Context: an optimization exercise on an open-source flow, tuned for small area, a short achievable clock period and few clock cycles per item. The choices shown serve that exercise and are no tape-out recipe.
Only simulation tests tie the RTL to the original design; equivalence was not proved.

## try-willow
==> flow/design.v (excerpt) <==
module dsp_mac_pipe
#(
  parameter int A_W      = 18,
  parameter int B_W      = 18,
  parameter int P_W      = 48,
  parameter bit SATURATE = 1'b0
) (
  input  logic           clk,
  input  logic           rst_n,
  input  logic [A_W-1:0] a,
  input  logic [B_W-1:0] b,
  input  logic [B_W-1:0] d,
  input  logic [P_W-1:0] c,
  input  logic           carryin,
  input  logic           pre_sel,
  input  logic           pre_sub,
  input  logic [1:0]     mode,
  input  logic           in_valid,
  input  logic           in_last,
  output logic           in_ready,
  output logic [P_W-1:0] p,
  output logic           carryout,
  output logic           ovf,
  output logic           out_valid,
  output logic           out_last,
  input  logic           out_ready
);
  if (!dsp_mac_pkg::widths_ok(A_W, B_W, P_W)) begin : g_width_check
    $error("dsp_mac_pipe: P_W must be at least A_W+B_W+1");
  end
  logic adv;
  assign adv      = !out_valid | out_ready;
  assign in_ready = adv;
  logic        psub;
  logic [18:0] dd, bx;
  logic [19:0] xs;
  assign psub = pre_sel & pre_sub;
  assign dd   = pre_sel ? {d[17], d} : 19'd0;
  assign bx   = {b[17], b} ^ {19{psub}};
  assign xs   = {dd, 1'b1} + {bx, psub};
  logic        v1_reg, ci1_reg, last1_reg;
  logic [1:0]  mode1_reg;
  logic [17:0] a1_reg;
  logic [18:0] x1_reg;
  logic [47:0] c1_reg;
  always_ff @(posedge clk or negedge rst_n) begin
    if (!rst_n) v1_reg <= 1'b0;
    else if (adv) v1_reg <= in_valid;
  end
  always_ff @(posedge clk) begin
    if (adv) begin
      a1_reg    <= a;
      x1_reg    <= xs[19:1];
      c1_reg    <= (mode == dsp_mac_pkg::MAC) ? 48'd0 : c;
      mode1_reg <= mode;
      ci1_reg   <= carryin;
      last1_reg <= in_last;
    end
  end
  ...
For scale: ~2,100 cells after synthesis, ~190 flip-flops, roughly 21,000 um^2 of cells after synthesis.
clock: 7.0 ns
lec_check: 0
abc_clock_period_in_ps: 2000
cap_margin: 20
core_margin: 2
core_utilization: 40
slew_margin: 20
run.sh (not shown) runs the stock make flow with config.mk's settings and CLKGATE_MAP_FILE= SYNTH_SCRIPT=/design/flow/synth_recipe.tcl, a recipe that flattens the netlist after the stock synthesis.
try-willow: PASS, flow complete, no timing, DRC or antenna violations
Testbench counts of try-willow, summed over its fixed seeds: cycles 24,016, items 24,000.
#### Input delta (try-violet over try-willow)
# try-willow
export LEC_CHECK = 0
export ABC_CLOCK_PERIOD_IN_PS = 2000
export CAP_MARGIN = 20
export CORE_MARGIN = 2
export CORE_UTILIZATION = 40
export SLEW_MARGIN = 20
create_clock -name core_clock -period 7.0 [get_ports {clk}]
# try-violet
export LEC_CHECK = 0
export CAP_MARGIN = 20
export CORE_MARGIN = 2
export CORE_UTILIZATION = 60
export PLACE_DENSITY = 0.75
export SLEW_MARGIN = 20
create_clock -name core_clock -period 7.0 [get_ports {clk}]
Findings:
In the tables for try-willow and try-violet, proportion of cell area spent on the clock network reads higher with try-willow. try-violet went all the way through the flow, and no timing, DRC or antenna check failed. Effective utilization at floorplan (lower): try-willow. Re final instance area: try-willow and try-violet aren't equal, and the lower value belongs to try-violet.
diff inputs: try-violet => try-maple
# try-violet
export LEC_CHECK = 0
export CAP_MARGIN = 20
export CORE_MARGIN = 2
export CORE_UTILIZATION = 60
export PLACE_DENSITY = 0.75
export SLEW_MARGIN = 20
create_clock -name core_clock -period 7.0 [get_ports {clk}]
# try-maple
export LEC_CHECK = 0
export CAP_MARGIN = 20
export CORE_MARGIN = 2
export CORE_UTILIZATION = 40
export SLEW_MARGIN = 20
create_clock -name core_clock -period 7.0 [get_ports {clk}]
Notes after the runs:
Going from try-violet to try-maple, count of TritonRoute iterations in the first routing pass -1, critical path depth -about 8%. Looking only at y dimension of the die, and setting everything else aside, the lower value of try-violet and try-maple goes to try-violet. try-violet finished every stage and its layout cleared the timing, design-rule and antenna checks. try-maple: flow completed, timing, DRC and antenna clean. [compare] base=try-violet new=try-maple: number of filler cells placed in the layout went up about 90%; final hold violation count ~0 delta; routed wire length up about 4%; cell area after layout has increased. When try-maple is set beside try-violet, its worst setup slack turns out to be 0.017 ns smaller.

========
Setup of build 10:
Starting RTL as in the previous note.
clock: 7.0 ns
lec_check: 0
cap_margin: 20
core_margin: 2
core_utilization: 40
setup_slack_margin: 1.2
slew_margin: 20
Build 10 went all the way through the flow, and no timing, DRC or antenna check failed.
Testbench counts of build 10, summed over its fixed seeds: cycles 24,016, items 24,000.
Relative to build 10, the following input files were edited for build 75:
- a deleted SETUP_SLACK_MARGIN that had been 1.2
==> flow/flow/run.sh (new file) <==
#!/bin/bash
# Standard ORFS layout of the design, with the port buffers that placement
# inserts on every input and output taken as buf_1 instead of the default.
set -euo pipefail
bash standard.sh "BUFFER_PORTS_ARGS=-buffer_cell sky130_fd_sc_hd__buf_1" finish > orfs_make.log 2>&1
==> flow/standard.sh (new file) <==
#!/bin/bash
# synth_recipe.tcl (not shown) runs the flow's synth.tcl, then flattens the netlist and writes it again
# the make line also repeats each setting of config.mk as NAME=value (left out here)
make -C /OpenROAD-flow-scripts/flow DESIGN_CONFIG=/design/flow/config.mk WORK_HOME=/design/flow/orfs CLKGATE_MAP_FILE= SYNTH_SCRIPT=/design/flow/synth_recipe.tcl "${@:-finish}"
removed: flow/run.sh
Build 75: PASS, flow complete, no timing, DRC or antenna violations
| area of all placed cells without fillers | higher: build 10 |
Build 75 vs. build 10: detailed-route wire length went down by about 11%.
[build 75] largest net degree at the start of global routing rose about 10% relative to build 10
Total routing usage reported by global routing, build 75 and build 10, lower one = build 75.
Input changes introduced in build 93 (baseline for comparison: build 75):
- ABC_AREA newly set to 1
==> flow/run.sh (new file) <==
#!/bin/bash
# synth_recipe.tcl (not shown) runs the flow's synth.tcl, then flattens the netlist and writes it again
# the make line also repeats each setting of config.mk as NAME=value (left out here)
make -C /OpenROAD-flow-scripts/flow DESIGN_CONFIG=/design/flow/config.mk WORK_HOME=/design/flow/orfs CLKGATE_MAP_FILE= SYNTH_SCRIPT=/design/flow/synth_recipe.tcl finish
removed: flow/flow/run.sh
removed: flow/standard.sh
## What came out
- Changes observed in build 93 relative to build 75: global-route usage increased by 2.8 points relative to the old numbers; highest fanout seen on the critical path saw an increase; worst reg-to-reg path cell count -15%; mapped cell area increased by 3.6% relative to the old numbers.
- Compared with build 75, build 93 shows sequential share of layout area lower by 1.5 points.
- Compared with build 75, build 93 has less setup slack.
- Build 75 fits on a die that is smaller than the die of build 93.
- When build 93 is measured against build 75, its non-clock buffer count turns out about 14% lower.

==> afterwards: timing with drivers on the ports <==
The results above use ideal ports. As a check the final layouts listed here were re-extracted and re-timed, cells and wires unchanged. Step 1 assumes that a clkbuf_16 drives the clock port and a buf_2 every other input. Step 2 times the ports against the registers' clock, not the clock port: input delays grow and output delays shrink by t, the midpoint of the rising clock arrivals with the driver on. Slacks: ideal ports / drivers / drivers and shift; pairs: ideal ports / drivers.
run	shift t [ns]	setup slack, ns	slew at the worst register clock pin (ns)
try-willow	0.562	0.348 / 0.348 / 0.348	0.08 / 0.08
try-violet	0.522	0.365 / 0.365 / 0.365	0.08 / 0.08
try-maple	0.562	0.348 / 0.348 / 0.348	0.08 / 0.08
build 10	0.555	0.711 / 0.711 / 0.711	0.08 / 0.08
build 75	0.570	0.345 / 0.345 / 0.345	0.09 / 0.09
build 93	0.550	0.273 / 0.273 / 0.273	0.09 / 0.09
After both steps setup and hold are still met in every run listed.
